This is an optimization exercise on Yosys and OpenROAD, whose aim is small area and a short achievable clock period, not a production implementation. The RTL was checked by simulation tests, not by an equivalence proof against the original design.

Design fft16_pt, start of the top module:
module fft16_pt #(
  parameter int DW = 24,
  parameter int TW = 14,
  parameter int IW = 16
) (
  input  logic                 clk,
  input  logic                 rst,
  input  logic signed [IW-1:0] din_r,
  input  logic signed [IW-1:0] din_i,
  output logic signed [DW-1:0] x1_r,
  output logic signed [DW-1:0] x1_c,
  output logic signed [DW-1:0] x2_r,
  output logic signed [DW-1:0] x2_c,
  output logic signed [DW-1:0] y1_r,
  output logic signed [DW-1:0] y1_c,
  output logic signed [DW-1:0] y2_r,
  output logic signed [DW-1:0] y2_c,
  output logic signed [TW-1:0] ra1_r,
  output logic signed [TW-1:0] ra1_c,
  output logic signed [DW-1:0] z1_r,
  output logic signed [DW-1:0] z1_c,
  output logic signed [DW-1:0] z2_r,
  output logic signed [DW-1:0] z2_c
);
Size: roughly 1100 flip-flops, about 350 I/O pins.
clock: 15.0 ns
lec_check: 0
cap_margin: 20
core_margin: 2
core_utilization: 60
cts_cluster_diameter: 100
cts_cluster_size: 30
slew_margin: 20
standard.sh (not shown) runs the stock make flow with config.mk's settings and CLKGATE_MAP_FILE= SYNTH_SCRIPT=/design/flow/synth_recipe.tcl, a recipe that flattens the netlist after the stock synthesis.
==> flow/flow/run.sh <==
#!/bin/bash
set -euo pipefail
bash standard.sh synth > synth.log 2>&1
bash standard.sh SETUP_SLACK_MARGIN=10.5 "BUFFER_PORTS_ARGS=-buffer_cell sky130_fd_sc_hd__buf_1" finish > layout.log 2>&1
The baseline went through all stages and came out clean.
==> next run, changes <==
CTS_CLUSTER_DIAMETER = unset   (was 100)
CTS_CLUSTER_SIZE = unset   (was 30)
=> The changed run completed without violations. Wire length came out higher by 1.5%. Worst setup slack is better by 31 ps. Area after synthesis does not change. Final area rose by 4.1%. Hold slack loses 16 ps. Global-route usage went up by 0.72 points. Final cell count climbs by 2.2%. Utilization went up by 2.7 points.
==> next run, changes <==
==> flow/run.sh (new file) <==
#!/bin/bash
# synth_recipe.tcl (not shown) runs the flow's synth.tcl, then flattens the netlist and writes it again
# the make line also repeats each setting of config.mk as NAME=value (left out here)
make -C /OpenROAD-flow-scripts/flow DESIGN_CONFIG=/design/flow/config.mk WORK_HOME=/design/flow/orfs CLKGATE_MAP_FILE= SYNTH_SCRIPT=/design/flow/synth_recipe.tcl finish
removed: flow/flow/run.sh
removed: flow/standard.sh
Synthesized cell count stays the same.
Worst setup slack got worse by 1500 ps.
Worst hold slack is better by 11 ps.
Global-route usage shrinks by 1.3 points.
Final cell count goes down by about 1.1%.
Design area stays flat.
Via count went down by about 2.3%.
Routed wire length went down by about 4.5%.

* * *

juniper:
fft16_pt, a different RTL version from the one above (not shown whole).
For scale: roughly 5300 cells after synthesis, ~1100 flip-flops, about 50000 um^2 of cells after synthesis.
## fft16_pt
module fft16_pt #(
  parameter int DW = 24,
  parameter int TW = 14,
  parameter int IW = 16
) (
  input  logic                 clk,
  input  logic                 rst,
  input  logic signed [IW-1:0] din_r,
  input  logic signed [IW-1:0] din_i,
  output logic signed [DW-1:0] x1_r,
  output logic signed [DW-1:0] x1_c,
  output logic signed [DW-1:0] x2_r,
  output logic signed [DW-1:0] x2_c,
  output logic signed [DW-1:0] y1_r,
  output logic signed [DW-1:0] y1_c,
  output logic signed [DW-1:0] y2_r,
  output logic signed [DW-1:0] y2_c,
  output logic signed [TW-1:0] ra1_r,
  output logic signed [TW-1:0] ra1_c,
  output logic signed [DW-1:0] z1_r,
  output logic signed [DW-1:0] z1_c,
  output logic signed [DW-1:0] z2_r,
  output logic signed [DW-1:0] z2_c
);
Settings: LEC_CHECK=0, CAP_MARGIN=20, CORE_MARGIN=2, CORE_UTILIZATION=60, CTS_CLUSTER_DIAMETER=100, CTS_CLUSTER_SIZE=24, SLEW_MARGIN=20; clock period 15.0 ns.
==> flow/flow/run.sh <==
#!/bin/bash
set -euo pipefail
bash standard.sh synth > synth.log 2>&1
bash standard.sh SETUP_SLACK_MARGIN=10.5 "BUFFER_PORTS_ARGS=-buffer_cell sky130_fd_sc_hd__buf_1" finish > layout.log 2>&1
#### Input delta (amber over juniper)
==> flow/flow/run.sh <==
#!/bin/bash
set -euo pipefail
bash standard.sh synth > synth.log 2>&1
bash standard.sh SETUP_SLACK_MARGIN=10.3 "BUFFER_PORTS_ARGS=-buffer_cell sky130_fd_sc_hd__buf_1" finish > layout.log 2>&1
diff --git a/flow/config.mk b/flow/config.mk
--- a/flow/config.mk
+++ b/flow/config.mk
@@ -12 +12 @@
-export CTS_CLUSTER_SIZE = 24
+export CTS_CLUSTER_SIZE = 27
Findings:
- amber was carried through to the last stage, and its layout satisfied the timing, design-rule and antenna checks.
- Changes observed in amber relative to juniper: worst setup slack barely changed, number of logic stages on the critical path including buffering moved down, global routing usage summed across all routing layers moved up.
- amber vs. juniper: number of buffers added by the clock tree synthesis step went down by 9.6%.
- amber against juniper: setup slack at placement increased by 0.44 ns relative to the old numbers, final cell utilization of the core fell 1.4 points, wire length after detailed routing about even, sequential share of layout area shows an increase of 0.85 points.
- Final weighted congestion of routability-driven global placement, amber vs juniper: up by a few percent

## afterwards: timing with drivers on the ports
The flow's constraints put no driver on any port. The routed layouts listed below were extracted and timed again, unchanged, in two steps.
Step 1, drivers: a clkbuf_16 drives clk and a buf_2 each remaining input, both assumed.
Step 2 times the ports against the registers' clock, not the clock port: input delays grow and output delays shrink by t, the midpoint of the rising clock arrivals with the driver on.
Three values: no drivers, after step 1, after step 2; two values: the first two.
run	t, ns	setup slack, ns	worst hold slack (ns)	worst setup path at the end
the first run of note 1	0.720	10.382 / 10.382 / 9.814	0.323 / 0.323 / 0.323	input to register
the second run of note 1	0.751	10.413 / 10.413 / 9.894	0.307 / 0.307 / 0.307	input to register
the third run of note 1	0.766	8.868 / 8.868 / 8.520	0.318 / 0.318 / 0.318	input to register
juniper	0.743	10.430 / 10.430 / 10.058	0.304 / 0.304 / 0.304	input to register
amber	0.742	10.428 / 10.428 / 9.747	0.301 / 0.301 / 0.301	input to register
After both steps setup and hold are still met in every run listed. The setup slack of amber, which loses most, moves by 0.000 ns with the drivers and by -0.681 ns with both steps.
